What follows belongs to an exercise in optimizing a design on an open flow for small area and a short achievable clock period; a production flow would make more cautious choices.
Only simulation tests tie the RTL to the original design; equivalence was not proved.

==> flow/design.v, too long to show whole: its modules and the start of the top module <==
// module gardner_ted: 965 lines
// module loop_filter_pi: 311 lines
// module symbol_nco: 32 lines
// module timing_recovery_top: 39 lines
module timing_recovery_top (
  input  logic               clk,
  input  logic               reset_n,
  input  logic [31:0]        sample_i,     
  output logic [31:0]        sym_o,        
  output logic               sym_valid_o,
  output logic [18:0]        err_o,        
  output logic signed [11:0] ctrl_o
);
  // ...
==> flow/flow/run.sh <==
#!/bin/bash
# The standard layout (the standard.sh, unchanged synthesis and steps) with
# two make settings: the timing repair steps aim for 6 ns of setup slack
# (SETUP_SLACK_MARGIN=6), and every input and output port still gets its own
# buffer, but a buf_1 rather than the default delay buffer (BUFFER_PORTS_ARGS);
# the repair steps resize the ones on critical paths. The make output goes to
# standard_flow.log; each ORFS step also keeps its own log under orfs/logs.
set -euo pipefail
bash standard.sh SETUP_SLACK_MARGIN=6 "BUFFER_PORTS_ARGS=-buffer_cell sky130_fd_sc_hd__buf_1" finish > standard_flow.log 2>&1
==> flow/standard.sh <==
#!/bin/bash
# synth_recipe.tcl (not shown) runs the flow's synth.tcl, then flattens the netlist and writes it again
# the make line also repeats each setting of config.mk as NAME=value (left out here)
make -C /OpenROAD-flow-scripts/flow DESIGN_CONFIG=/design/flow/config.mk WORK_HOME=/design/flow/orfs CLKGATE_MAP_FILE= SYNTH_SCRIPT=/design/flow/synth_recipe.tcl "${@:-finish}"
==> flow/config.mk <==
export PLATFORM = sky130hd
export DESIGN_NAME = timing_recovery_top
export DESIGN_NICKNAME = timing_recovery_top
export VERILOG_FILES = /design/flow/design.v
export SDC_FILE = /design/flow/constraint.sdc
export NUM_CORES = 4
export LEC_CHECK = 0
export CAP_MARGIN = 20
export CORE_MARGIN = 2
export CORE_UTILIZATION = 40
export SLEW_MARGIN = 20
==> flow/constraint.sdc <==
create_clock -name core_clock -period 12.0 [get_ports {clk}]
set_input_delay 2.4000 -clock core_clock [delete_from_list [all_inputs] [get_ports {clk}]]
set_output_delay 2.4000 -clock core_clock [all_outputs]
set_load 0.01 [all_outputs]
==> impl_metrics.env, run 1 <==
export IMPL_status="timing/DRC/antenna clean"
export IMPL_yosys_area_share_adder_pct=24.8
export IMPL_num_rows=88
export IMPL_worstHoldPathCells=0
export IMPL_final_setup_viol_count=0
export IMPL_wire_per_inst_um=21.0
export IMPL_synth_top_family_by_area="adder cells"
export IMPL_nNonClkInverters=154
export IMPL_nFillCells=5382
export IMPL_die_x_um=245
export IMPL_critPathLaunch="sample_i[20]"
export IMPL_diodes=0
export IMPL_synth_area_leaders="dfxtp_1, fa_1, ha_1"
export IMPL_grt_antenna_before_repair=0
export IMPL_grt_overflow=0
export IMPL_clk_pin_slew_ns=0.06
export IMPL_critical_path_max_stage_delay_ns=0.55
export IMPL_fin_util_pct=45.5
export IMPL_synth_yosys_seq_area_share_pct=38.0
export IMPL_nWellTaps=765
export IMPL_ff2ff_path_depth=14
export IMPL_seq_area_share_pct=33.6
export IMPL_worst_setup_path_end_kind="register"
export IMPL_syn_area_per_cell_um2=11.2
export IMPL_largest_class="multi-input combinational cells"
export IMPL_dp_slack_ns=5.12
==> inputs of run 2 (changes only) <==
--- a/flow/config.mk
+++ b/flow/config.mk
@@ -8,4 +8,7 @@
 export CAP_MARGIN = 20
 export CORE_MARGIN = 2
 export CORE_UTILIZATION = 40
+export CTS_CLUSTER_DIAMETER = 100
+export CTS_CLUSTER_SIZE = 25
 export SLEW_MARGIN = 20
+export TNS_END_PERCENT = 5
==> run 2 against run 1 <==
Still clean. Cell count fell by 1.7%. Setup slack worse by 0.087 ns. First-iteration DRC count up 8.6%. Via count down 0.97%. Cell area down 3.5%. Critical endpoint is now u_ted.t_q[28].
==> impl_metrics.env, run 2 <==
export IMPL_grt_overflow=0
export IMPL_final_setup_viol_count=0
export IMPL_ant_nets=0
export IMPL_dr_pass1_iters=8
export IMPL_fin_skew_ns=0.0293
export IMPL_synth_commonest_cells="dfxtp_1, fa_1, a22oi_1, inv_1, xor2_1"
export IMPL_grt_pass1_vias=15800
export IMPL_gp_congestion=0.883
export IMPL_clock_path_buffers=3
export IMPL_regMostFlops="u_ted.dline"
export IMPL_cts_tree="done"
export IMPL_finalHoldViolCount=0
export IMPL_vias=15400
export IMPL_nFillCells=5454
export IMPL_dp_hpwl_um=43800
export IMPL_async_flop_share_pct=0
export IMPL_synth_top_area_cell="dfxtp_1"
export IMPL_grt_max_degree=53
export IMPL_status="timing/DRC/antenna clean"
export IMPL_syn_area_per_cell_um2=11.2
export IMPL_largest_register_ffs=320
export IMPL_fin_tns_setup_ns=0
export IMPL_drtIter0Drc=1170
export IMPL_worstHoldStart="u_ted.dline[7][5]"
export IMPL_grtUsageTotal_pct=19.7
export IMPL_synth_yosys_seq_area_share_pct=38.0
export IMPL_fin_crit_ns=5.98
export IMPL_cts_inserted_buffers=22
export IMPL_netlist_area_leader_share_pct=35.3
export IMPL_slew_headroom_pct=36.8
export IMPL_reg_top3="u_ted.dline x320, u_ted.t_q x42, u_ted.hp_q x21"
export IMPL_grt_antenna_before_repair=1
export IMPL_syn_area_mm2=0.0232
export IMPL_r2r_slack_ns=6.17
export IMPL_critPathLaunch="sample_i[31]"
export IMPL_synth_area_leaders="dfxtp_1, fa_1, ha_1"
export IMPL_yosysUniqueCellTypes=76
export IMPL_rsz0062_at_grt="true"
export IMPL_start_util_pct=40.3
export IMPL_yosys_warnings=4
export IMPL_hold_class="reg2reg"
export IMPL_cap_violations=0
export IMPL_synth_seq_cells=429
export IMPL_layout_common_cells="dfxtp_1, fa_1, a22oi_1"
export IMPL_diodes=0
export IMPL_cp_data_required_time_ns=12.47
export IMPL_ff_latch_area_mm2=0.00880
export IMPL_cts_hold_buffers=0
export IMPL_routed_via_density=5.31
export IMPL_fin_cells=2893
export IMPL_port_buffers=97
export IMPL_crit_type="in2reg"
export IMPL_ys_flop_type="dfxtp_1"
export IMPL_synthCells=2073
export IMPL_yosysMostFrequentCell="dfxtp_1"
export IMPL_root_buffer="clkbuf_16"
export IMPL_cts_sinks=429
export IMPL_hold_slack_ns=0.328
export IMPL_fmax_mhz=167
export IMPL_grt_pass1_wl_um=92600
export IMPL_post_place_cells=2851
export IMPL_synth_edf_count=21
export IMPL_synth_nets=2442
export IMPL_fin_util_pct=43.9
export IMPL_syn2layout_area_growth_pct=9.03
export IMPL_worst_pin_slew_ns=0.945
export IMPL_report_final_slew_viol_count=0
export IMPL_ff2ff_path_depth=15
export IMPL_ios=98
export IMPL_wirelength_um=58200
export IMPL_core_area_mm2=0.0575
export IMPL_drive_above_1_share_pct=8.88
export IMPL_h_tree_depth=1
export IMPL_clk_pin_slew_ns=0.09
export IMPL_die_area_mm2=0.0599
export IMPL_die_x_um=245
export IMPL_multi_input_area_mm2=0.0134
export IMPL_critPathLaunchType="input pin"
export IMPL_clock_latency_ns=0.58
export IMPL_worstHoldPathCells=0
export IMPL_worst_setup_path_end_kind="register"
export IMPL_drc_errors=0
export IMPL_arrival_ns=6.45
export IMPL_worst_path_max_fanout=8
export IMPL_hold_end="u_ted.dline[8][5]"
export IMPL_fin_crit_sh_pct=49.8
export IMPL_worst_r2r_startpoint="u_nco.strobe_q"
export IMPL_wire_per_inst_um=20.1
export IMPL_r2r_end="u_ted.t_q[28]"
export IMPL_die_y_um=245
export IMPL_nets=2489
export IMPL_final_common_cell="dfxtp_1"
export IMPL_num_rows=88
-- run 2: per-layer routing --
| metal | global-route usage [%] | wire length, µm | part of all wire, % |
|---|---|---|---|
| met1 | 27.5 | 26300 | 45 |
| met2 | 32.4 | 27500 | 47 |
| met3 | 2.44 | 3020 | 5.2 |
| met4 | 4.95 | 1310 | 2.2 |
| met5 | 0 | 16 | 0.028 |
-- run 2: logic make-up after synthesis --
group                      Yosys count  synth area share, %
DFF                                429                 38.0
buffers and inverters              284                 5.01
adders and majority gates          335                 24.8
xor gates and xnor gates           275                 10.4
muxes                               69                 3.05
and+or+nand+nor                    245                 5.22
AOI/OAI and AO/OA                  436                 13.5
-- run 2: worst max-delay path by stage --
stage | endpoint | depth (start not counted)
floorplan | u_ted.t_q[28] | 13
global placement | u_ted.t_q[28] | 13
detailed placement | u_ted.t_q[28] | 13
CTS | u_lf.ctrl_q[3] | 22
global route | u_lf.ctrl_q[10] | 22
finish | u_ted.t_q[28] | 11
-- run 2: repair_timing --
item | CTS | global route
cloned | 0 | 0
setup endpoints to repair | 24 | 28
pin swaps | 0 | 2
hold endpoints to repair | 0 | 0
gates resized for setup | 28 | 21
buffers inserted | 6 | 4
-- run 2: area by class of cell --
cell class              instances  area share [%]
multi-input cells            1360            53.1
flip-flops and latches        429            34.9
well taps                     765            3.79
repair buffers                153            3.34
clock buffers                  27            2.34
inverters                     154            2.32
clock inverters                 5           0.233
-- run 2: worst max-delay path, cell delays in order --
cell and delay, ns:
buf_1 0.44, mux2_2 0.42, fa_1 0.53, fa_1 0.45
fa_1 0.51, inv_1 0.06, fa_1 0.54, inv_1 0.05
fa_1 0.50, fa_1 0.50, inv_1 0.04
-- run 2: metrics by stage --
stage,instance area [µm²],setup slack [ns]
finish,25300,6.02
CTS,25200,5.98
floorplan,23400,5.91
global placement,24400,5.08
detailed placement,24400,5.06
global route,25300,5.91
==> inputs of run 3 (changes only) <==
--- a/flow/config.mk
+++ b/flow/config.mk
@@ -11,4 +11,4 @@
 export CTS_CLUSTER_DIAMETER = 100
 export CTS_CLUSTER_SIZE = 25
 export SLEW_MARGIN = 20
-export TNS_END_PERCENT = 5
+export TNS_END_PERCENT = 30
==> run 3 against run 2 <==
Largest cell class unchanged. Cell area rose by 0.33%. Hold slack improved by 0.0012 ns. Count of clock-buffer cells in the layout shrank 3.
==> impl_metrics.env, run 3 <==
export IMPL_yosysMostFrequentCell="dfxtp_1"
export IMPL_worst_path_max_fanout=8
export IMPL_synth_area_leaders="dfxtp_1, fa_1, ha_1"
export IMPL_worstHoldPathCells=0
export IMPL_cts_hold_buffers=0
export IMPL_cap_violations=0
export IMPL_reg_top3="u_ted.dline x320, u_ted.t_q x42, u_ted.hp_q x21"
export IMPL_ys_flop_type="dfxtp_1"
export IMPL_diodes=0
export IMPL_nets=2485
export IMPL_cts_tree="done"
export IMPL_grt_max_degree=53
export IMPL_routed_via_density=5.34
export IMPL_regMostFlops="u_ted.dline"
export IMPL_layout_common_cells="dfxtp_1, fa_1, a22oi_1"
export IMPL_dr_pass1_iters=5
export IMPL_arrival_ns=6.53
export IMPL_clk_pin_slew_ns=0.09
export IMPL_port_buffers=97
export IMPL_yosysUniqueCellTypes=76
export IMPL_drive_above_1_share_pct=9.61
export IMPL_dp_hpwl_um=43900
export IMPL_status="timing/DRC/antenna clean"
export IMPL_worst_setup_path_end_kind="register"
export IMPL_async_flop_share_pct=0
export IMPL_grtUsageTotal_pct=19.9
export IMPL_cts_inserted_buffers=23
export IMPL_fin_skew_ns=0.0176
export IMPL_synth_seq_cells=429
export IMPL_fmax_mhz=165
export IMPL_hold_end="u_ted.dline[5][0]"
export IMPL_ant_nets=0
export IMPL_wl_met1_um=26000
export IMPL_clock_path_buffers=3
export IMPL_wire_per_inst_um=20.2
export IMPL_hold_slack_ns=0.329
export IMPL_drc_errors=0
export IMPL_topRoutingLayerUsed="met5"
export IMPL_hold_class="reg2reg"
export IMPL_crit_type="in2reg"
export IMPL_core_area_mm2=0.0575
export IMPL_start_util_pct=40.3
export IMPL_die_area_mm2=0.0599
export IMPL_syn_area_per_cell_um2=11.2
export IMPL_fin_crit_sh_pct=50.5
export IMPL_grt_overflow=0
export IMPL_clock_latency_ns=0.57
export IMPL_vias=15400
export IMPL_cts_sinks=429
export IMPL_synth_commonest_cells="dfxtp_1, fa_1, a22oi_1, inv_1, xor2_1"
export IMPL_ios=98
export IMPL_die_y_um=245
export IMPL_grt_antenna_before_repair=1
export IMPL_final_common_cell="dfxtp_1"
export IMPL_worst_r2r_startpoint="u_nco.strobe_q"
export IMPL_root_buffer="clkbuf_16"
export IMPL_grt_pass1_vias=16000
export IMPL_grt_pass1_wl_um=93200
export IMPL_gp_congestion=0.933
export IMPL_critPathLaunchType="input pin"
export IMPL_worstHoldStart="u_ted.dline[4][0]"
export IMPL_ff2ff_path_depth=15
export IMPL_synthCells=2073
export IMPL_syn2layout_area_growth_pct=9.39
export IMPL_synth_edf_count=21
export IMPL_finalHoldViolCount=0
export IMPL_num_rows=88
export IMPL_synth_yosys_seq_area_share_pct=38.0
export IMPL_nFillCells=5450
export IMPL_cp_data_required_time_ns=12.47
export IMPL_dp_slack_ns=5.00
export IMPL_fin_tns_setup_ns=0
export IMPL_largest_register_ffs=320
export IMPL_setup_slack_ns=5.94
export IMPL_wirelength_um=58400
export IMPL_wl_met2_um=27000
export IMPL_drtIter0Drc=1210
export IMPL_die_x_um=245
export IMPL_netlist_area_leader_share_pct=35.3
export IMPL_worst_pin_slew_ns=0.872
export IMPL_syn_area_mm2=0.0232
export IMPL_wl_met3_um=3790
export IMPL_yosys_warnings=4
export IMPL_fin_util_pct=44.1
export IMPL_rsz0062_at_grt="true"
export IMPL_fin_crit_ns=6.06
export IMPL_synth_nets=2442
export IMPL_final_setup_viol_count=0
export IMPL_r2r_end="u_ted.t_q[28]"
export IMPL_h_tree_depth=1
export IMPL_synth_top_area_cell="dfxtp_1"
export IMPL_r2r_slack_ns=6.09
export IMPL_report_final_slew_viol_count=0
export IMPL_slew_headroom_pct=41.3
==> run 3: metrics by stage <==
| stage | instances | area [µm²] |
|---|---|---|
| 2_1_floorplan | 2073 | 23400 |
| 3_3_place_gp | 2845 | 24300 |
| 3_5_place_dp | 2845 | 24300 |
| 4_1_cts | 2885 | 25300 |
| 5_1_grt | 2888 | 25300 |
| 6_report | 2888 | 25300 |
==> run 3: cell families (layout without fill, tap and decap cells) <==
logic type	count (synthesis)	count (layout)	share of synthesized area, %
fa+ha+maj	335	335	24.8
mux	69	69	3.05
buf+inv	284	334	5.01
simple gates	245	245	5.22
xor+xnor	275	275	10.4
compound gates	436	436	13.5
flops	429	429	38.0
==> run 3: worst max-delay path: stages <==
cell	delay, ns
buf_1	0.41
mux2_2	0.41
fa_1	0.54
fa_1	0.46
fa_1	0.52
inv_1	0.06
fa_1	0.55
inv_1	0.07
fa_1	0.53
fa_1	0.52
inv_1	0.05
==> run 3: cell type report <==
class	instances	area, µm²	share of cell area, %
well taps	765	957	3.78
clock buffers	24	579	2.29
clock inverters	8	109	0.430
repair buffers	148	800	3.16
multi-input cells	1360	13500	53.3
flip-flops and latches	429	8800	34.7
inverters	154	586	2.31
==> run 3: per-layer routing <==
layer	vias to the layer above	global-route usage, %
met4	2	5.61
met2	454	32.1
met3	86	3.91
li1	7137	-
met1	7750	27.0
met5	-	0
==> run 3: timing repair <==
| item | 4_1_cts | 5_1_grt |
|---|---|---|
| setup buffers | 8 | 3 |
| pin swaps | 0 | 1 |
| resized for setup | 46 | 32 |
| endpoints found under the setup margin | 28 | 23 |
==> run 3: worst max path at each step <==
stage | start | to | slack (ns) | cells past startpoint
2_1_floorplan | sample_i[18] | u_ted.t_q[28] | 5.91 | 13
3_3_place_gp | sample_i[19] | u_ted.t_q[28] | 5.05 | 12
3_5_place_dp | sample_i[19] | u_ted.t_q[28] | 5.00 | 12
4_1_cts | sample_i[20] | u_ted.t_q[28] | 5.97 | 12
5_1_grt | u_nco.strobe_q | u_ted.t_q[41] | 5.91 | 19
6_report | sample_i[31] | u_ted.t_q[28] | 5.94 | 11
==> inputs of run 4 (changes only) <==
--- a/flow/config.mk
+++ b/flow/config.mk
@@ -11,4 +11,3 @@
 export CTS_CLUSTER_DIAMETER = 100
 export CTS_CLUSTER_SIZE = 25
 export SLEW_MARGIN = 20
-export TNS_END_PERCENT = 30
==> run 4 against run 3 <==
Still clean on timing, DRC and antenna. Clock skew rose by 0.0017 ns. Sequential cell count did not move. Cell area hardly changed. Cell count rose by 0.10%. Synthesized cell count did not move. Setup slack better by 0.16 ns. Via count fell by 0.89%. Die area unchanged. Critical path type unchanged. Critical endpoint is now u_ted.t_q[24]. Largest cell class unchanged.
==> impl_metrics.env, run 4 <==
export IMPL_drtIter0Drc=1094
export IMPL_fin_skew_ns=0.0192
export IMPL_worstHoldPathCells=0
export IMPL_die_y_um=245
export IMPL_nets=2487
export IMPL_grt_max_degree=53
export IMPL_synth_top_area_cell="dfxtp_1"
export IMPL_start_util_pct=40.3
export IMPL_hold_class="reg2reg"
export IMPL_vias=15300
export IMPL_grt_pass1_wl_um=96900
export IMPL_core_area_mm2=0.0575
export IMPL_routed_via_density=5.29
export IMPL_synth_nets=2442
export IMPL_drc_errors=0
export IMPL_final_common_cell="dfxtp_1"
export IMPL_ant_nets=0
export IMPL_cts_inserted_buffers=23
export IMPL_clock_latency_ns=0.57
export IMPL_arrival_ns=6.36
export IMPL_worst_r2r_startpoint="u_nco.strobe_q"
export IMPL_clock_path_buffers=3
export IMPL_grt_pass1_vias=16000
export IMPL_diodes=0
export IMPL_cts_sinks=429
export IMPL_r2r_end="u_ted.t_q[24]"
export IMPL_num_rows=88
export IMPL_synthCells=2073
export IMPL_die_x_um=245
export IMPL_path_buf_inv=3
export IMPL_yosysMostFrequentCell="dfxtp_1"
export IMPL_status="timing/DRC/antenna clean"
export IMPL_yosys_warnings=4
export IMPL_grt_overflow=0
export IMPL_wire_per_inst_um=21.1
export IMPL_dp_hpwl_um=46500
export IMPL_fin_crit_sh_pct=49.2
export IMPL_crit_type="in2reg"
export IMPL_r2r_slack_ns=6.26
export IMPL_reg_top3="u_ted.dline x320, u_ted.t_q x42, u_ted.hp_q x21"
export IMPL_cts_hold_buffers=0
export IMPL_fin_tns_setup_ns=0
export IMPL_netlist_area_leader_share_pct=35.3
export IMPL_syn2layout_area_growth_pct=9.32
export IMPL_syn_area_per_cell_um2=11.2
export IMPL_worst_path_max_fanout=18
export IMPL_worstHoldStart="u_ted.dline[7][12]"
export IMPL_finalHoldViolCount=0
export IMPL_synth_yosys_seq_area_share_pct=38.0
export IMPL_largest_register_ffs=320
export IMPL_worst_pin_slew_ns=1.10
export IMPL_report_final_slew_viol_count=0
export IMPL_grtUsageTotal_pct=20.9
export IMPL_cp_slowest_cell="fa_1"
export IMPL_dr_pass1_iters=5
export IMPL_drive_above_1_share_pct=9.50
export IMPL_cp_common_cell="fa_1"
export IMPL_worstPathCellList="buf_1 -> buf_4 -> a22oi_1 -> xnor2_1 -> fa_1 -> fa_2 -> fa_1 -> fa_1 -> fa_1 -> fa_1 -> inv_1 -> ha_1"
export IMPL_h_tree_depth=1
export IMPL_yosysUniqueCellTypes=76
export IMPL_grt_antenna_before_repair=0
export IMPL_fin_util_pct=44.1
export IMPL_ios=98
export IMPL_cts_tree="done"
export IMPL_port_buffers=97
export IMPL_fin_crit_ns=5.90
export IMPL_rsz0062_at_grt="false"
export IMPL_wirelength_um=61000
export IMPL_regMostFlops="u_ted.dline"
export IMPL_worst_setup_path_end_kind="register"
export IMPL_synth_seq_cells=429
export IMPL_syn_area_mm2=0.0232
export IMPL_fmax_mhz=170
export IMPL_gp_congestion=0.987
export IMPL_ys_flop_type="dfxtp_1"
export IMPL_cp_data_required_time_ns=12.46
export IMPL_hold_end="u_ted.dline[8][12]"
export IMPL_critPathLaunchType="input pin"
export IMPL_root_buffer="clkbuf_16"
export IMPL_final_setup_viol_count=0
export IMPL_layout_common_cells="dfxtp_1, fa_1, a22oi_1"
export IMPL_ff2ff_path_depth=15
export IMPL_crit_family="adder cells"
export IMPL_critical_path_max_stage_delay_ns=0.55
export IMPL_cap_violations=0
export IMPL_synth_area_leaders="dfxtp_1, fa_1, ha_1"
export IMPL_synth_commonest_cells="dfxtp_1, fa_1, a22oi_1, inv_1, xor2_1"
export IMPL_slew_headroom_pct=26.0
export IMPL_nFillCells=5458
export IMPL_async_flop_share_pct=0
export IMPL_die_area_mm2=0.0599
export IMPL_synth_edf_count=21
export IMPL_clk_pin_slew_ns=0.09
## run 4: cell count changes in the layout (fill, tap and decap cells not counted), sizes merged
cell	change
buf	-1
bufinv	-1
clkbuf	+6
clkdlybuf4s18	-1
clkinvlp	+1
inv	-1
## run 4: worst register-to-register path: cells and delay by family, from the launching register on
kind | cells | cell delay, ns
buf+inv | 3 | 0.47
xor+xnor | 1 | 0.35
fa+ha+maj | 7 | 3.08
flops | 1 | 0.37
compound gates | 1 | 0.17
mux | 1 | 0.40
simple gates | 2 | 0.79
## run 4: what timing repair did
| action | in CTS | in global routing |
|---|---|---|
| gates resized for setup | 18 | 36 |
| pin swaps | 1 | 1 |
| setup endpoints to repair | 21 | 22 |
| buffers inserted | 5 | 3 |
## run 4: worst max-delay path by stage
stage / end / slack [ns] / cells past startpoint / start
3_5_place_dp: u_ted.t_q[28] / 5.12 / 13 / sample_i[21]
2_1_floorplan: u_ted.t_q[28] / 5.91 / 13 / sample_i[18]
6_report: u_ted.t_q[24] / 6.10 / 12 / sample_i[20]
4_1_cts: u_ted.t_q[24] / 6.01 / 11 / sample_i[25]
5_1_grt: err_o[18] / 5.98 / 12 / u_ted.t_q[8]
3_3_place_gp: u_ted.t_q[28] / 5.15 / 13 / sample_i[21]
## run 4: logic make-up after synthesis
group,count (synthesis),synth area share (%)
mux,69,3.05
compound gates,436,13.5
fa+ha+maj,335,24.8
buf+inv,284,5.01
flops,429,38.0
xor+xnor,275,10.4
simple gates,245,5.22
## run 4: area by class of cell
| type | count | area (µm²) | area share (%) |
|---|---|---|---|
| Inverter | 154 | 589 | 2.33 |
| Timing Repair Buffer | 150 | 820 | 3.24 |
| Tap cell | 765 | 957 | 3.78 |
| Clock inverter | 7 | 90.1 | 0.356 |
| Multi-Input combinational cell | 1360 | 13500 | 53.2 |
| Sequential cell | 429 | 8800 | 34.8 |
| Clock buffer | 26 | 597 | 2.36 |
## run 4: per-layer routing
metal	vias up	global-route usage, %	routed length, µm
met5	-	0	0
met4	0	8.86	2910
met3	106	3.75	3650
met2	426	31.8	26700
met1	7627	29.2	27800
li1	7132	-	-
## run 4: per-stage QoR
step           hold slack [ns]  instance area, µm²  std cells  worst slack, ns
6_report                 0.327               25300       2891             6.10
5_1_grt                  0.331               25300       2891             5.98
4_1_cts                  0.330               25200       2888             6.01
3_5_place_dp             0.312               24400       2850             5.12
3_3_place_gp             0.311               24400       2849             5.15
2_1_floorplan            0.310               23500       2073             5.91
==> inputs of run 5 (changes only) <==
==> flow/flow/run.sh (replaced) <==
#!/bin/bash
# The standard layout (the standard.sh, unchanged synthesis and steps) with
# two make settings: the timing repair steps aim for 5.6 ns of setup slack
# (SETUP_SLACK_MARGIN=5.6), and every input and output port still gets its own
# buffer, but a buf_1 rather than the default delay buffer (BUFFER_PORTS_ARGS);
# the repair steps resize the ones on critical paths. The make output goes to
# standard_flow.log; each ORFS step also keeps its own log under orfs/logs.
set -euo pipefail
bash standard.sh SETUP_SLACK_MARGIN=5.6 "BUFFER_PORTS_ARGS=-buffer_cell sky130_fd_sc_hd__buf_1" finish > standard_flow.log 2>&1
==> run 5 against run 4 <==
Still clean on timing, DRC and antenna. Clock skew increased by 0.0074 ns. Count of clock-buffer cells in the layout did not move. Sequential share of layout area grew 0.26 points. Synthesized cell count stayed put. Cell count hardly changed. Non-clock buffer count shrank 4. Setup slack got worse by 0.33 ns. Routed wire length shrank 7.7%. Critical path type unchanged. Critical endpoint is now u_ted.t_q[32]. Largest cell class unchanged. Highest routed layer is now met5.
==> impl_metrics.env, run 5 <==
export IMPL_ff2ff_path_depth=15
export IMPL_syn_area_per_cell_um2=11.2
export IMPL_fin_skew_ns=0.0266
export IMPL_hold_slack_ns=0.317
export IMPL_syn2layout_area_growth_pct=8.51
export IMPL_path_buf_inv=2
export IMPL_critPathLaunch="sample_i[25]"
export IMPL_synth_yosys_seq_area_share_pct=38.0
export IMPL_ys_flop_type="dfxtp_1"
export IMPL_worstPathCellList="buf_1 -> a22oi_1 -> xor2_1 -> fa_1 -> fa_1 -> fa_1 -> fa_1 -> fa_1 -> fa_1 -> inv_1 -> fa_1"
export IMPL_netlist_area_leader_share_pct=35.3
export IMPL_routed_via_density=5.24
export IMPL_wl_met1_um=24300
export IMPL_die_x_um=245
export IMPL_fmax_mhz=160
export IMPL_arrival_ns=6.68
export IMPL_ff_latch_area_mm2=0.00880
export IMPL_clock_path_buffers=3
export IMPL_wl_met2_um=27100
export IMPL_finalHoldViolCount=0
export IMPL_yosysUniqueCellTypes=76
export IMPL_worst_pin_slew_ns=1.01
export IMPL_cap_violations=0
export IMPL_grt_pass1_vias=15300
export IMPL_crit_family="adder cells"
export IMPL_syn_area_mm2=0.0232
export IMPL_critPathLaunchType="input pin"
export IMPL_crit_type="in2reg"
export IMPL_crit_cells=11
export IMPL_worstSetupEndpoint="u_ted.t_q[32]"
export IMPL_ios=98
export IMPL_async_flop_share_pct=0
export IMPL_r2r_end="u_ted.t_q[28]"
export IMPL_die_area_mm2=0.0599
export IMPL_rsz0062_at_grt="false"
export IMPL_synth_nets=2442
export IMPL_final_common_cell="dfxtp_1"
export IMPL_cts_tree="done"
export IMPL_grt_antenna_before_repair=2
export IMPL_synth_edf_count=21
export IMPL_gp_congestion=0.909
export IMPL_final_setup_viol_count=0
export IMPL_hold_class="reg2reg"
export IMPL_grt_overflow=0
export IMPL_h_tree_depth=1
export IMPL_synth_commonest_cells="dfxtp_1, fa_1, a22oi_1, inv_1, xor2_1"
export IMPL_port_buffers=97
export IMPL_cts_sinks=429
export IMPL_multi_input_area_mm2=0.0133
export IMPL_worstHoldPathCells=0
export IMPL_grtUsageTotal_pct=19.0
export IMPL_die_y_um=245
export IMPL_cts_hold_buffers=0
export IMPL_regMostFlops="u_ted.dline"
export IMPL_reg_top3="u_ted.dline x320, u_ted.t_q x42, u_ted.hp_q x21"
export IMPL_worst_setup_path_end_kind="register"
export IMPL_dr_pass1_iters=6
export IMPL_drc_errors=0
export IMPL_critical_path_max_stage_delay_ns=0.59
export IMPL_nets=2485
export IMPL_diodes=0
export IMPL_wl_met3_um=2750
export IMPL_grt_pass1_wl_um=88600
export IMPL_synth_seq_cells=429
export IMPL_slew_headroom_pct=32.3
export IMPL_largest_register_ffs=320
export IMPL_ant_nets=0
export IMPL_cts_inserted_buffers=25
export IMPL_synthCells=2073
export IMPL_clock_latency_ns=0.58
export IMPL_drive_above_1_share_pct=6.35
export IMPL_yosys_warnings=4
export IMPL_worst_path_max_fanout=14
export IMPL_dp_hpwl_um=43100
export IMPL_start_util_pct=40.3
export IMPL_r2r_slack_ns=5.86
export IMPL_core_area_mm2=0.0575
export IMPL_cp_common_cell="fa_1"
export IMPL_synth_top_area_cell="dfxtp_1"
export IMPL_cp_slowest_cell="buf_1"
export IMPL_synth_area_leaders="dfxtp_1, fa_1, ha_1"
export IMPL_vias=15100
export IMPL_drtIter0Drc=1072
export IMPL_fin_crit_sh_pct=51.9
export IMPL_cp_data_required_time_ns=12.45
export IMPL_final_cell_area_mm2=0.0251
export IMPL_placed_area_mm2=0.0243
export IMPL_wire_per_inst_um=19.5
export IMPL_report_final_slew_viol_count=0
export IMPL_layout_common_cells="dfxtp_1, fa_1, a22oi_1"
export IMPL_nFillCells=5450
export IMPL_status="timing/DRC/antenna clean"
export IMPL_root_buffer="clkbuf_16"
export IMPL_topRoutingLayerUsed="met5"
export IMPL_wirelength_um=56300
export IMPL_num_rows=88
export IMPL_fin_crit_ns=6.23
export IMPL_worst_r2r_startpoint="u_nco.strobe_q"
export IMPL_fin_tns_setup_ns=0
export IMPL_yosysMostFrequentCell="dfxtp_1"
export IMPL_grt_max_degree=56
export IMPL_clk_pin_slew_ns=0.09
-- run 5: worst min-delay path by stage --
stage	start	end	slack [ns]
finish	u_ted.dline[7][2]	u_ted.dline[8][2]	0.32
global route	u_ted.dline[4][1]	u_ted.dline[5][1]	0.32
floorplan	u_nco.la_q[0]	u_nco.la_q[1]	0.31
detailed placement	u_ted.dline[3][4]	u_ted.dline[4][4]	0.31
global placement	u_ted.dline[8][19]	u_ted.dline[9][19]	0.31
CTS	u_ted.dline[7][2]	u_ted.dline[8][2]	0.32
-- run 5: cells by family after synthesis --
family | count (synthesis) | share of synthesized area, %
muxes | 69 | 3.05
AOI/OAI and AO/OA | 436 | 13.5
xor gates and xnor gates | 275 | 10.4
DFF | 429 | 38.0
adders and majority gates | 335 | 24.8
and+or+nand+nor | 245 | 5.22
buffers and inverters | 284 | 5.01
-- run 5: layout make-up --
type,count,area share [%]
sequential,429,35.0
clock buffer,26,2.59
timing repair buffer,146,3.00
inverter,154,2.31
tap,765,3.81
clock inverter,10,0.562
multi-input combinational,1360,52.7
-- run 5: routing by layer --
| layer | up-vias | global-route usage [%] |
|---|---|---|
| li1 | 7138 | - |
| met3 | 85 | 2.59 |
| met2 | 375 | 31.8 |
| met1 | 7547 | 25.0 |
| met5 | - | 0 |
| met4 | 4 | 6.99 |
-- run 5: stage by stage --
stage	utilization [%]	std cells	worst slack, ns
final	43.7	2890	5.77
after global routing	43.7	2890	5.59
after CTS	43.6	2885	5.64
after detailed placement	42.2	2849	5.04
after global placement	42.2	2849	5.09
after floorplan	-	2073	5.61
-- run 5: timing repair --
item / 4_1_cts / 5_1_grt
setup buffers: 0 / 5
setup endpoints to repair: 2 / 15
gates resized for setup: 1 / 12
==> inputs of run 6 (changes only) <==
==> flow/flow/run.sh (replaced) <==
#!/bin/bash
# The standard layout (the standard.sh, unchanged synthesis and steps) with
# two make settings: the timing repair steps aim for 6.2 ns of setup slack
# (SETUP_SLACK_MARGIN=6.2), and every input and output port still gets its own
# buffer, but a buf_1 rather than the default delay buffer (BUFFER_PORTS_ARGS);
# the repair steps resize the ones on critical paths. The make output goes to
# standard_flow.log; each ORFS step also keeps its own log under orfs/logs.
set -euo pipefail
bash standard.sh SETUP_SLACK_MARGIN=6.2 "BUFFER_PORTS_ARGS=-buffer_cell sky130_fd_sc_hd__buf_1" finish > standard_flow.log 2>&1
==> run 6 against run 5 <==
Cell area is 2.6% higher. Via count is 1.9% higher. Register-to-register slack better by 0.52 ns. Setup slack better by 0.50 ns. Die area stayed put. Synthesized cell count stayed put. Cell count is 0.93% higher. Critical endpoint is now u_ted.t_q[28]. Highest routed layer is now met4.
==> impl_metrics.env, run 6 <==
export IMPL_fin_crit_sh_pct=47.8
export IMPL_multi_input_area_mm2=0.0137
export IMPL_synth_edf_count=21
export IMPL_core_area_mm2=0.0575
export IMPL_cp_slowest_cell="fa_1"
export IMPL_syn_area_mm2=0.0232
export IMPL_drtIter0Drc=1137
export IMPL_finalHoldViolCount=0
export IMPL_fmax_mhz=174
export IMPL_synth_top_area_cell="dfxtp_1"
export IMPL_netlist_area_leader_share_pct=35.3
export IMPL_setup_slack_ns=6.27
export IMPL_synthCells=2073
export IMPL_cts_tree="done"
export IMPL_ant_nets=0
export IMPL_die_x_um=245
export IMPL_regMostFlops="u_ted.dline"
export IMPL_arrival_ns=6.21
export IMPL_worstHoldStart="u_ted.dline[3][20]"
export IMPL_hold_class="reg2reg"
export IMPL_critical_path_max_stage_delay_ns=0.53
export IMPL_worst_r2r_startpoint="u_nco.strobe_q"
export IMPL_wire_per_inst_um=20.0
export IMPL_clock_path_buffers=3
export IMPL_die_y_um=245
export IMPL_drive_above_1_share_pct=12.5
export IMPL_yosysUniqueCellTypes=76
export IMPL_cp_data_required_time_ns=12.48
export IMPL_root_buffer="clkbuf_16"
export IMPL_ios=98
export IMPL_yosysMostFrequentCell="dfxtp_1"
export IMPL_gp_congestion=0.901
export IMPL_synth_area_leaders="dfxtp_1, fa_1, ha_1"
export IMPL_cp_common_cell="fa_1"
export IMPL_nFillCells=5363
export IMPL_ys_flop_type="dfxtp_1"
export IMPL_async_flop_share_pct=0
export IMPL_final_common_cell="dfxtp_1"
export IMPL_worst_setup_path_end_kind="register"
export IMPL_fin_crit_ns=5.73
export IMPL_die_area_mm2=0.0599
export IMPL_grt_max_degree=53
export IMPL_report_final_slew_viol_count=0
export IMPL_fin_tns_setup_ns=0
export IMPL_routed_via_density=5.29
export IMPL_synth_commonest_cells="dfxtp_1, fa_1, a22oi_1, inv_1, xor2_1"
export IMPL_critPathLaunchType="input pin"
export IMPL_syn_area_per_cell_um2=11.2
export IMPL_status="timing/DRC/antenna clean"
export IMPL_rsz0062_at_grt="true"
export IMPL_drc_errors=0
export IMPL_h_tree_depth=1
export IMPL_cap_violations=0
export IMPL_cts_sinks=429
export IMPL_vias=15400
export IMPL_grt_pass1_vias=16100
export IMPL_ff_latch_area_mm2=0.00880
export IMPL_grtUsageTotal_pct=19.5
export IMPL_worstPathCellList="buf_6 -> buf_12 -> a22oi_2 -> xor2_2 -> fa_1 -> fa_1 -> fa_1 -> inv_2 -> fa_1 -> inv_2 -> fa_1 -> fa_1 -> inv_1"
export IMPL_critPathLaunch="sample_i[23]"
export IMPL_fin_skew_ns=0.0288
export IMPL_synth_nets=2442
export IMPL_grt_antenna_before_repair=0
export IMPL_yosys_warnings=4
export IMPL_reg_top3="u_ted.dline x320, u_ted.t_q x42, u_ted.hp_q x21"
export IMPL_wirelength_um=58200
export IMPL_crit_type="in2reg"
export IMPL_layout_common_cells="dfxtp_1, fa_1, a22oi_1"
export IMPL_synth_yosys_seq_area_share_pct=38.0
export IMPL_start_util_pct=40.3
export IMPL_port_buffers=97
export IMPL_dp_hpwl_um=42800
export IMPL_worst_path_max_fanout=4
export IMPL_clock_latency_ns=0.57
export IMPL_grt_pass1_wl_um=91700
export IMPL_synth_seq_cells=429
export IMPL_worst_pin_slew_ns=0.897
export IMPL_dp_slack_ns=5.03
export IMPL_dr_pass1_iters=5
export IMPL_nets=2513
export IMPL_final_setup_viol_count=0
export IMPL_slew_headroom_pct=39.5
export IMPL_grt_overflow=0
export IMPL_num_rows=88
export IMPL_clk_pin_slew_ns=0.10
export IMPL_syn2layout_area_growth_pct=11.4
export IMPL_cts_inserted_buffers=22
export IMPL_largest_register_ffs=320
[run 6: cell counts after synthesis]
Identical to the previous run, type by type.
[run 6: final timing paths]
kind,slack (ns),to,depth (start not counted)
worst max-delay path,6.27,u_ted.t_q[28],13
worst min-delay path,0.33,u_ted.dline[4][20],0
worst max register to register,6.38,u_ted.t_q[32],15
worst min register to register,0.33,u_ted.dline[4][20],0
[run 6: per-layer routing]
metal / up-vias / track usage (%) / share of wire, %
met4: 0 / 8.16 / 4.0
met3: 106 / 3.13 / 5.1
met5: - / 0 / 0
met2: 393 / 31.1 / 46
li1: 7181 / - / -
met1: 7755 / 26.4 / 45
[run 6: layout make-up]
type	count	share of cell area (%)
multi-input cells	1360	53.2
flip-flops and latches	429	34.1
repair buffers	177	4.22
well taps	765	3.71
inverters	154	2.27
clock buffers	25	2.18
clock inverters	6	0.301
diodes	1	0.00970
[run 6: worst max-delay path, delay by kind of cell]
kind | cells | cell delay (ns)
adders and majority gates | 6 | 3.02
buffers and inverters | 5 | 0.35
AOI/OAI and AO/OA | 1 | 0.24
xor gates and xnor gates | 1 | 0.21
[run 6: cell families (layout without fill, tap and decap cells)]
logic type / Yosys count / after routing / synth area share, %
AO/OA/AOI/OAI: 436 / 436 / 13.5
XOR/XNOR: 275 / 275 / 10.4
adder cells (fa/ha/maj): 335 / 335 / 24.8
buffers and inverters: 284 / 362 / 5.01
flip-flops: 429 / 429 / 38.0
multiplexers: 69 / 69 / 3.05
other: 0 / 1 / 0
AND/OR/NAND/NOR: 245 / 245 / 5.22
[run 6: through the flow]
stage / util, % / hold slack (ns) / std cells / instance area, µm²
6_report: 44.9 / 0.330 / 2917 / 25800
5_1_grt: 44.9 / 0.337 / 2916 / 25800
4_1_cts: 44.1 / 0.328 / 2898 / 25300
3_5_place_dp: 42.5 / 0.312 / 2851 / 24400
3_3_place_gp: 42.5 / 0.310 / 2851 / 24400
2_1_floorplan: - / 0.310 / 2073 / 23500
[run 6: timing repair]
action | 4_1_cts | 5_1_grt
cloned | 0 | 0
endpoints found under the setup margin | 33 | 26
resized for setup | 50 | 73
hold buffers | 0 | 0
pin swaps | 3 | 16
buffers inserted | 16 | 18
==> inputs of run 7 (changes only) <==
==> flow/flow/run.sh (replaced) <==
#!/bin/bash
# The standard layout (the standard.sh, unchanged synthesis and steps) with
# two make settings: the timing repair steps aim for 6.8 ns of setup slack
# (SETUP_SLACK_MARGIN=6.8), and every input and output port still gets its own
# buffer, but a buf_1 rather than the default delay buffer (BUFFER_PORTS_ARGS);
# the repair steps resize the ones on critical paths. The make output goes to
# standard_flow.log; each ORFS step also keeps its own log under orfs/logs.
set -euo pipefail
bash standard.sh SETUP_SLACK_MARGIN=6.8 "BUFFER_PORTS_ARGS=-buffer_cell sky130_fd_sc_hd__buf_1" finish > standard_flow.log 2>&1
==> run 7 against run 6 <==
Highest routed layer unchanged. Count of clock-buffer cells in the layout up 1.
==> impl_metrics.env, run 7 <==
export IMPL_hold_class="reg2reg"
export IMPL_syn_area_per_cell_um2=11.2
export IMPL_die_y_um=245
export IMPL_ant_nets=0
export IMPL_finalHoldViolCount=0
export IMPL_gp_congestion=0.904
export IMPL_final_setup_viol_count=0
export IMPL_grt_pass1_wl_um=96800
export IMPL_cts_hold_buffers=0
export IMPL_start_util_pct=40.3
export IMPL_die_x_um=245
export IMPL_grt_overflow=0
export IMPL_report_final_slew_viol_count=0
export IMPL_routed_via_density=5.36
export IMPL_diodes=0
export IMPL_arrival_ns=6.15
export IMPL_drtIter0Drc=1280
export IMPL_largest_register_ffs=320
export IMPL_final_cell_area_mm2=0.0280
export IMPL_h_tree_depth=1
export IMPL_ff2ff_path_depth=15
export IMPL_wirelength_um=62800
export IMPL_ios=98
export IMPL_cts_sinks=429
export IMPL_fin_util_pct=48.8
export IMPL_fmax_mhz=175
export IMPL_fin_tns_setup_ns=0
export IMPL_fin_crit_sh_pct=47.5
export IMPL_layout_common_cells="dfxtp_1, fa_1, a22oi_1"
export IMPL_vias=16100
export IMPL_worst_path_max_fanout=5
export IMPL_die_area_mm2=0.0599
export IMPL_critPathLaunchType="input pin"
export IMPL_fin_skew_ns=0.0343
export IMPL_worstHoldPathCells=0
export IMPL_worst_setup_path_end_kind="register"
export IMPL_synth_nets=2442
export IMPL_nets=2598
export IMPL_port_buffers=97
export IMPL_core_area_mm2=0.0575
export IMPL_crit_type="in2reg"
export IMPL_cp_data_required_time_ns=12.45
export IMPL_cts_inserted_buffers=23
export IMPL_fin_crit_ns=5.70
export IMPL_clock_latency_ns=0.57
export IMPL_final_common_cell="dfxtp_1"
export IMPL_grt_max_degree=53
export IMPL_reg_top3="u_ted.dline x320, u_ted.t_q x42, u_ted.hp_q x21"
export IMPL_drive_above_1_share_pct=23.7
export IMPL_synth_top_area_cell="dfxtp_1"
export IMPL_synth_area_leaders="dfxtp_1, fa_1, ha_1"
export IMPL_drc_errors=0
export IMPL_netlist_area_leader_share_pct=35.3
export IMPL_synth_edf_count=21
export IMPL_slew_headroom_pct=42.3
export IMPL_synth_yosys_seq_area_share_pct=38.0
export IMPL_wire_per_inst_um=20.9
export IMPL_dr_pass1_iters=8
export IMPL_grtUsageTotal_pct=20.7
export IMPL_cts_tree="done"
export IMPL_yosys_warnings=4
export IMPL_dp_hpwl_um=43600
export IMPL_ys_flop_type="dfxtp_1"
export IMPL_num_rows=88
export IMPL_regMostFlops="u_ted.dline"
export IMPL_clk_pin_slew_ns=0.09
export IMPL_worst_pin_slew_ns=0.860
export IMPL_nFillCells=5088
export IMPL_syn2layout_area_growth_pct=21.0
export IMPL_cap_violations=0
export IMPL_grt_antenna_before_repair=0
export IMPL_synth_seq_cells=429
export IMPL_yosysUniqueCellTypes=76
export IMPL_grt_pass1_vias=16400
export IMPL_synth_commonest_cells="dfxtp_1, fa_1, a22oi_1, inv_1, xor2_1"
export IMPL_setup_slack_ns=6.30
export IMPL_async_flop_share_pct=0
export IMPL_syn_area_mm2=0.0232
export IMPL_yosysMostFrequentCell="dfxtp_1"
export IMPL_rsz0062_at_grt="true"
export IMPL_dp_slack_ns=5.29
export IMPL_root_buffer="clkbuf_16"
export IMPL_placed_area_mm2=0.0245
export IMPL_status="timing/DRC/antenna clean"
export IMPL_synthCells=2073
export IMPL_clock_path_buffers=3
## run 7: kinds of logic (layout without fill, tap and decap cells)
group | Yosys count | after routing | synth area share (%)
AO/OA/AOI/OAI | 436 | 436 | 13.5
XOR/XNOR | 275 | 275 | 10.4
adder cells (fa/ha/maj) | 335 | 335 | 24.8
buffers and inverters | 284 | 448 | 5.01
flip-flops | 429 | 429 | 38.0
multiplexers | 69 | 69 | 3.05
AND/OR/NAND/NOR | 245 | 245 | 5.22
## run 7: layout make-up
type / instances / area [µm²] / area share (%)
well taps: 765 / 957 / 3.41
flip-flops and latches: 429 / 8800 / 31.4
repair buffers: 261 / 2200 / 7.85
multi-input cells: 1360 / 14800 / 52.7
clock inverters: 7 / 113 / 0.402
inverters: 154 / 589 / 2.10
clock buffers: 26 / 597 / 2.13
## run 7: what timing repair did
action / 4_1_cts / 5_1_grt
cloned: 3 / 1
pin swaps: 53 / 90
hold endpoints to repair: 0 / 0
endpoints found under the setup margin: 51 / 42
setup buffers: 68 / 46
resized for setup: 213 / 195
## run 7: metrics by stage
| stage | instances | hold slack [ns] |
|---|---|---|
| final | 3002 | 0.312 |
| after global routing | 3002 | 0.317 |
| after CTS | 2955 | 0.315 |
| after detailed placement | 2851 | 0.312 |
| after global placement | 2851 | 0.310 |
| after floorplan | 2073 | 0.310 |
## run 7: worst paths after layout
path,from,to,slack (ns)
worst max register to register,u_nco.strobe_q,u_ted.t_q[28],6.44
worst max-delay path,sample_i[21],u_ted.t_q[28],6.30
worst min-delay path,u_ted.dline[2][27],u_ted.dline[3][27],0.31
worst min register to register,u_ted.dline[2][27],u_ted.dline[3][27],0.31
## run 7: layer usage
layer / global-route usage [%] / wire length (µm)
met5: 0 / 0
met3: 2.42 / 3440
met4: 6.67 / 2270
met2: 34.6 / 29800
met1: 28.1 / 27200
## run 7: worst max-delay path: stages
cell and delay (ns):
buf_8 0.11, buf_12 0.14, a22oi_2 0.21, xor2_2 0.18, fa_2 0.50, fa_1 0.50, fa_1 0.52, inv_1 0.05
fa_1 0.48, inv_1 0.05, fa_1 0.47, fa_1 0.49, inv_1 0.04
==> inputs of run 8 (changes only) <==
==> flow/flow/run.sh (replaced) <==
#!/bin/bash
# The standard layout (the standard.sh, unchanged synthesis and steps) with
# two make settings: the timing repair steps aim for 6.4 ns of setup slack
# (SETUP_SLACK_MARGIN=6.4), and every input and output port still gets its own
# buffer, but a buf_1 rather than the default delay buffer (BUFFER_PORTS_ARGS);
# the repair steps resize the ones on critical paths. The make output goes to
# standard_flow.log; each ORFS step also keeps its own log under orfs/logs.
set -euo pipefail
bash standard.sh SETUP_SLACK_MARGIN=6.4 "BUFFER_PORTS_ARGS=-buffer_cell sky130_fd_sc_hd__buf_1" finish > standard_flow.log 2>&1
--- a/flow/config.mk
+++ b/flow/config.mk
@@ -10,4 +10,5 @@
 export CORE_UTILIZATION = 40
 export CTS_CLUSTER_DIAMETER = 100
 export CTS_CLUSTER_SIZE = 25
+export PLACE_DENSITY = 0.75
 export SLEW_MARGIN = 20
==> run 8 against run 7 <==
Critical path depth unchanged. Synthesized cell count unchanged. Fmax decreased by 0.53%. Via count decreased by 0.70%. Sequential cell count unchanged. Hold slack improved by 0.014 ns.
==> impl_metrics.env, run 8 <==
export IMPL_status="timing/DRC/antenna clean"
export IMPL_layout_common_cells="dfxtp_1, fa_1, inv_1"
export IMPL_critPathLaunch="sample_i[24]"
export IMPL_netlist_area_leader_share_pct=35.3
export IMPL_yosysUniqueCellTypes=76
export IMPL_post_place_cells=2848
export IMPL_yosys_area_share_simple_pct=5.22
export IMPL_synth_area_leaders="dfxtp_1, fa_1, ha_1"
export IMPL_grt_overflow=0
export IMPL_ant_nets=0
export IMPL_vias=16000
export IMPL_cap_violations=0
export IMPL_synth_compound_area_share_pct=13.5
export IMPL_drc_errors=0
export IMPL_fin_util_pct=45.9
export IMPL_slew_headroom_pct=45.7
export IMPL_critical_path_max_stage_delay_ns=0.51
export IMPL_async_flop_share_pct=0
export IMPL_synth_yosys_seq_area_share_pct=38.0
export IMPL_die_y_um=245
export IMPL_wire_per_inst_um=20.8
export IMPL_clock_latency_ns=0.56
export IMPL_ios=98
export IMPL_fin_tns_setup_ns=0
export IMPL_final_setup_viol_count=0
export IMPL_port_buffers=97
export IMPL_grtUsageTotal_pct=20.1
export IMPL_synthCells=2073
export IMPL_r2r_slack_ns=6.42
export IMPL_cp_common_cell="fa_2"
export IMPL_yosys_area_share_adder_pct=24.8
export IMPL_dr_pass1_iters=6
export IMPL_cts_hold_buffers=0
export IMPL_fmax_mhz=175
export IMPL_core_area_mm2=0.0575
export IMPL_synth_commonest_cells="dfxtp_1, fa_1, a22oi_1, inv_1, xor2_1"
export IMPL_cp_slowest_cell="fa_1"
export IMPL_ys_flop_type="dfxtp_1"
export IMPL_syn_area_mm2=0.0232
export IMPL_dp_slack_ns=5.20
export IMPL_die_area_mm2=0.0599
export IMPL_worst_setup_path_end_kind="register"
export IMPL_rsz0062_at_grt="true"
export IMPL_num_rows=88
export IMPL_ff2ff_path_depth=16
export IMPL_dp_hpwl_um=44100
export IMPL_worstSetupEndpoint="u_ted.t_q[28]"
export IMPL_r2r_end="u_ted.t_q[28]"
export IMPL_h_tree_depth=1
export IMPL_clock_path_buffers=3
export IMPL_routed_via_density=5.46
export IMPL_hold_class="reg2reg"
export IMPL_reg_top3="u_ted.dline x320, u_ted.t_q x42, u_ted.hp_q x21"
export IMPL_finalHoldViolCount=0
export IMPL_synth_nets=2442
export IMPL_drive_above_1_share_pct=16.1
export IMPL_largest_register_ffs=320
export IMPL_nets=2525
export IMPL_cts_sinks=429
export IMPL_gp_congestion=0.960
export IMPL_cts_tree="done"
export IMPL_regMostFlops="u_ted.dline"
export IMPL_synth_edf_count=21
export IMPL_grt_max_degree=53
export IMPL_cts_inserted_buffers=21
export IMPL_start_util_pct=40.3
export IMPL_yosysMostFrequentCell="dfxtp_1"
export IMPL_worst_r2r_startpoint="u_nco.strobe_q"
export IMPL_syn2layout_area_growth_pct=13.8
export IMPL_worstPathCellList="buf_4 -> a22oi_2 -> xor2_2 -> fa_2 -> fa_1 -> fa_2 -> fa_2 -> inv_2 -> fa_1 -> fa_2 -> inv_2 -> fa_1 -> inv_1"
export IMPL_synth_top_area_cell="dfxtp_1"
export IMPL_die_x_um=245
export IMPL_nFillCells=5165
export IMPL_drtIter0Drc=1192
export IMPL_synthMuxAreaShare_pct=3.05
export IMPL_report_final_slew_viol_count=0
export IMPL_synth_top_family_by_area="adder cells"
export IMPL_fin_crit_ns=5.73
export IMPL_grt_antenna_before_repair=0
export IMPL_diodes=0
export IMPL_critPathLaunchType="input pin"
export IMPL_arrival_ns=6.23
export IMPL_final_common_cell="dfxtp_1"
export IMPL_grt_pass1_vias=16700
export IMPL_fin_crit_sh_pct=47.7
export IMPL_crit_type="in2reg"
export IMPL_synth_xor_area_share_pct=10.4
export IMPL_synth_seq_cells=429
export IMPL_worst_path_max_fanout=15
export IMPL_fin_cells=2926
export IMPL_clk_pin_slew_ns=0.09
export IMPL_yosys_warnings=4
export IMPL_wirelength_um=60900
export IMPL_grt_pass1_wl_um=94500
export IMPL_root_buffer="clkbuf_16"
export IMPL_setup_slack_ns=6.27
export IMPL_fin_skew_ns=0.0178
export IMPL_syn_area_per_cell_um2=11.2
export IMPL_cp_data_required_time_ns=12.50
export IMPL_worst_pin_slew_ns=0.805
run 8: cell count changes in the layout (fill, tap and decap cells not counted), moves of 15 or more:
cell   change
buf_4     -31
ha_1      +28
ha_4      -28
buf_6     -22
inv_1     +15
inv_2     -15
run 8: worst min path at each step:
| stage | from | end | slack [ns] | depth (start not counted) |
|---|---|---|---|---|
| floorplan | u_nco.la_q[0] | u_nco.la_q[1] | 0.31 | 0 |
| global placement | u_nco.la_q[1] | u_nco.la_q[2] | 0.31 | 0 |
| detailed placement | u_ted.dline[8][30] | u_ted.dline[9][30] | 0.31 | 0 |
| CTS | u_ted.dline[5][7] | u_ted.dline[6][7] | 0.32 | 0 |
| global route | u_ted.dline[5][5] | u_ted.dline[6][5] | 0.33 | 0 |
| finish | u_ted.dline[3][8] | u_ted.dline[4][8] | 0.33 | 0 |
run 8: worst max-delay path: cells and delay by family:
kind,cells,cell delay (ns)
buf+inv,4,0.38
xor+xnor,1,0.20
fa+ha+maj,7,2.96
compound gates,1,0.26
run 8: cell type report:
type                            instances  area (µm²)  area share, %
Clock buffer                           23         533           2.02
Inverter                              154         589           2.23
Tap cell                              765         957           3.63
Timing Repair Buffer                  190        1420           5.37
Clock inverter                          5        35.0          0.133
Sequential cell                       429        8800           33.4
Multi-Input combinational cell       1360       14000           53.2
run 8: stage by stage:
stage	instance area (µm²)	hold slack (ns)
2_1_floorplan	23600	0.310
3_3_place_gp	24400	0.310
3_5_place_dp	24500	0.312
4_1_cts	25800	0.320
5_1_grt	26400	0.327
6_report	26400	0.326
run 8: timing repair:
item,4_1_cts,5_1_grt
setup endpoints to repair,46,28
gates resized for setup,129,103
pin swaps,19,39
cloned,2,2
setup buffers,33,13
run 8: kinds of logic after synthesis:
group                      after synthesis
AOI/OAI and AO/OA                      436
xor gates and xnor gates               275
adders and majority gates              335
buffers and inverters                  284
DFF                                    429
muxes                                   69
and+or+nand+nor                        245
run 8: metal layers:
layer	GRT usage, %	wire length, µm	vias to the layer above
met2	33.8	29000	662
met1	26.0	24800	7996
met4	7.01	2220	0
met3	3.42	4850	114
met5	0	0	-
li1	-	-	7195
==> inputs of run 9 (changes only) <==
--- a/flow/config.mk
+++ b/flow/config.mk
@@ -10,5 +10,4 @@
 export CORE_UTILIZATION = 40
 export CTS_CLUSTER_DIAMETER = 100
 export CTS_CLUSTER_SIZE = 25
-export PLACE_DENSITY = 0.75
 export SLEW_MARGIN = 20
==> run 9 against run 8 <==
Clock skew rose by 0.022 ns. Non-clock buffer count fell by 6. Critical endpoint unchanged. Largest cell class unchanged.
==> impl_metrics.env, run 9 <==
export IMPL_fin_skew_ns=0.0395
export IMPL_status="timing/DRC/antenna clean"
export IMPL_rsz0062_at_grt="true"
export IMPL_worst_pin_slew_ns=0.871
export IMPL_root_buffer="clkbuf_16"
export IMPL_yosys_area_share_simple_pct=5.22
export IMPL_netlist_area_leader_share_pct=35.3
export IMPL_grt_pass1_wl_um=91400
export IMPL_largest_register_ffs=320
export IMPL_yosys_warnings=4
export IMPL_cp_data_required_time_ns=12.46
export IMPL_hold_slack_ns=0.297
export IMPL_cap_violations=0
export IMPL_synth_top_area_cell="dfxtp_1"
export IMPL_reg_top3="u_ted.dline x320, u_ted.t_q x42, u_ted.hp_q x21"
export IMPL_critPathLaunchType="input pin"
export IMPL_nFillCells=5335
export IMPL_fin_crit_sh_pct=47.1
export IMPL_drive_above_1_share_pct=14.4
export IMPL_async_flop_share_pct=0
export IMPL_wire_per_inst_um=20.2
export IMPL_path_buf_inv=5
export IMPL_regMostFlops="u_ted.dline"
export IMPL_yosysMostFrequentCell="dfxtp_1"
export IMPL_final_setup_viol_count=0
export IMPL_ios=98
export IMPL_cp_slowest_cell="fa_1"
export IMPL_grt_antenna_before_repair=0
export IMPL_synthMuxAreaShare_pct=3.05
export IMPL_synth_edf_count=21
export IMPL_clk_pin_slew_ns=0.09
export IMPL_nets=2520
export IMPL_multi_input_area_mm2=0.0138
export IMPL_clock_path_buffers=3
export IMPL_final_cell_area_mm2=0.0261
export IMPL_ant_nets=0
export IMPL_hold_class="reg2reg"
export IMPL_synth_top_family_by_area="adder cells"
export IMPL_routed_via_density=5.27
export IMPL_critical_path_max_stage_delay_ns=0.50
export IMPL_layout_common_cells="dfxtp_1, fa_1, inv_1"
export IMPL_syn_area_per_cell_um2=11.2
export IMPL_h_tree_depth=1
export IMPL_report_final_slew_viol_count=0
export IMPL_grt_pass1_vias=15800
export IMPL_die_area_mm2=0.0599
export IMPL_num_rows=88
export IMPL_synth_yosys_seq_area_share_pct=38.0
export IMPL_dr_pass1_iters=6
export IMPL_synth_area_leaders="dfxtp_1, fa_1, ha_1"
export IMPL_placed_area_mm2=0.0244
export IMPL_fmax_mhz=177
export IMPL_cp_common_cell="fa_1"
export IMPL_grt_overflow=0
export IMPL_drtIter0Drc=1078
export IMPL_worstPathCellList="buf_6 -> buf_12 -> a22oi_2 -> xor2_1 -> fa_1 -> fa_1 -> fa_1 -> inv_1 -> fa_1 -> inv_1 -> fa_1 -> fa_1 -> inv_1"
export IMPL_cts_inserted_buffers=22
export IMPL_yosysUniqueCellTypes=76
export IMPL_diodes=0
export IMPL_wirelength_um=59000
export IMPL_die_y_um=245
export IMPL_synth_commonest_cells="dfxtp_1, fa_1, a22oi_1, inv_1, xor2_1"
export IMPL_slew_headroom_pct=41.3
export IMPL_synth_seq_cells=429
export IMPL_cts_hold_buffers=0
export IMPL_clock_latency_ns=0.59
export IMPL_synth_nets=2442
export IMPL_finalHoldViolCount=0
export IMPL_drc_errors=0
export IMPL_grt_max_degree=53
export IMPL_crit_type="in2reg"
export IMPL_die_x_um=245
export IMPL_syn_area_mm2=0.0232
export IMPL_synthCells=2073
export IMPL_grtUsageTotal_pct=19.6
export IMPL_arrival_ns=6.11
export IMPL_final_common_cell="dfxtp_1"
export IMPL_fin_tns_setup_ns=0
export IMPL_dp_hpwl_um=43200
export IMPL_synth_xor_area_share_pct=10.4
export IMPL_core_area_mm2=0.0575
export IMPL_vias=15400
export IMPL_gp_congestion=0.903
export IMPL_worst_path_max_fanout=5
export IMPL_cts_sinks=429
export IMPL_crit_family="adder cells"
export IMPL_worst_setup_path_end_kind="register"
export IMPL_ys_flop_type="dfxtp_1"
export IMPL_r2r_slack_ns=6.50
export IMPL_start_util_pct=40.3
export IMPL_fin_util_pct=45.5
export IMPL_syn2layout_area_growth_pct=12.8
export IMPL_fin_crit_ns=5.65
export IMPL_cts_tree="done"
export IMPL_port_buffers=97
export IMPL_ff_latch_area_mm2=0.00880
export IMPL_synth_compound_area_share_pct=13.5
export IMPL_yosys_area_share_adder_pct=24.8
run 9: cell counts after synthesis:
No cell type changed its count.
run 9: path summary, 6_finish.rpt:
kind / startpoint / to / cells past startpoint
max: sample_i[19] / u_ted.t_q[28] / 13
min: u_ted.dline[3][25] / u_ted.dline[4][25] / 0
max reg2reg: u_nco.strobe_q / u_ted.t_q[28] / 15
min reg2reg: u_ted.dline[3][25] / u_ted.dline[4][25] / 0
run 9: cell families (layout without fill, tap and decap cells):
group / count (synthesis) / in the layout
AO/OA/AOI/OAI: 436 / 436
flip-flops: 429 / 429
adder cells (fa/ha/maj): 335 / 335
buffers and inverters: 284 / 370
XOR/XNOR: 275 / 275
AND/OR/NAND/NOR: 245 / 245
multiplexers: 69 / 69
run 9: what timing repair did:
item,4_1_cts,5_1_grt
cloned,0,3
gates resized for setup,94,86
setup buffers,29,10
pin swaps,14,30
endpoints found under the setup margin,37,29
run 9: per-layer routing:
metal  global-route usage [%]  vias up  part of all wire (%)
met3                     3.83       82                   6.4
met2                     31.9      438                    46
met4                     5.67        0                   2.7
li1                         -     7194                     -
met5                        0        -                     0
met1                     26.5     7699                    45
run 9: final cells by class:
class / instances / area share [%]
clock buffers: 26 / 2.32
inverters: 154 / 2.24
well taps: 765 / 3.66
multi-input cells: 1360 / 52.8
flip-flops and latches: 429 / 33.7
clock inverters: 6 / 0.306
repair buffers: 184 / 4.95
run 9: per-stage QoR:
step,worst slack (ns),std cells
3_5_place_dp,5.26,2850
6_report,6.35,2924
5_1_grt,6.25,2924
2_1_floorplan,5.91,2073
4_1_cts,6.36,2911
3_3_place_gp,5.25,2850
run 9: worst reg2reg max path: cells and delay by family, from the launching register on:
kind                       cells  cell delay, ns
DFF                            1            0.42
adders and majority gates      7            3.21
xor gates and xnor gates       1            0.26
and+or+nand+nor                1            0.29
buffers and inverters          5            0.66
muxes                          1            0.55

## static timing again, ports no longer ideal
No port has a modelled driver above. Below, the same layouts with a new extraction and two added sets of constraints. Step 1 (the two cells are an assumption about what drives the block):
set clk [get_ports {clk}]
set_driving_cell -lib_cell sky130_fd_sc_hd__clkbuf_16 $clk
set_driving_cell -lib_cell sky130_fd_sc_hd__buf_2 [delete_from_list [all_inputs] $clk]
Step 2 moves the port delays by t, midway between the first and last clock arrival at a register: inputs arrive t later, outputs are due t later. That takes back most of the time a late clock gives input paths. a / b / c = ideal ports / drivers / drivers and shift; a / b = the first two.
| run | shift t [ns] | setup slack, ns | worst setup path after step 2 |
|---|---|---|---|
| run 1 | 0.633 | 6.106 / 6.128 / 5.509 | input to register |
| run 2 | 0.626 | 6.018 / 6.054 / 5.428 | input to register |
| run 3 | 0.621 | 5.941 / 5.960 / 5.339 | input to register |
| run 4 | 0.632 | 6.101 / 6.124 / 5.509 | input to register |
| run 5 | 0.625 | 5.769 / 5.805 / 5.181 | input to register |
| run 6 | 0.621 | 6.267 / 6.301 / 5.681 | input to register |
| run 7 | 0.621 | 6.302 / 6.330 / 5.708 | input to register |
| run 8 | 0.600 | 6.272 / 6.296 / 5.696 | input to register |
| run 9 | 0.633 | 6.349 / 6.379 / 5.746 | input to register |
After both steps every run listed still meets setup and hold. For run 9, which loses most, drivers alone change the setup slack by +0.030 ns; drivers and shift together by -0.603 ns.
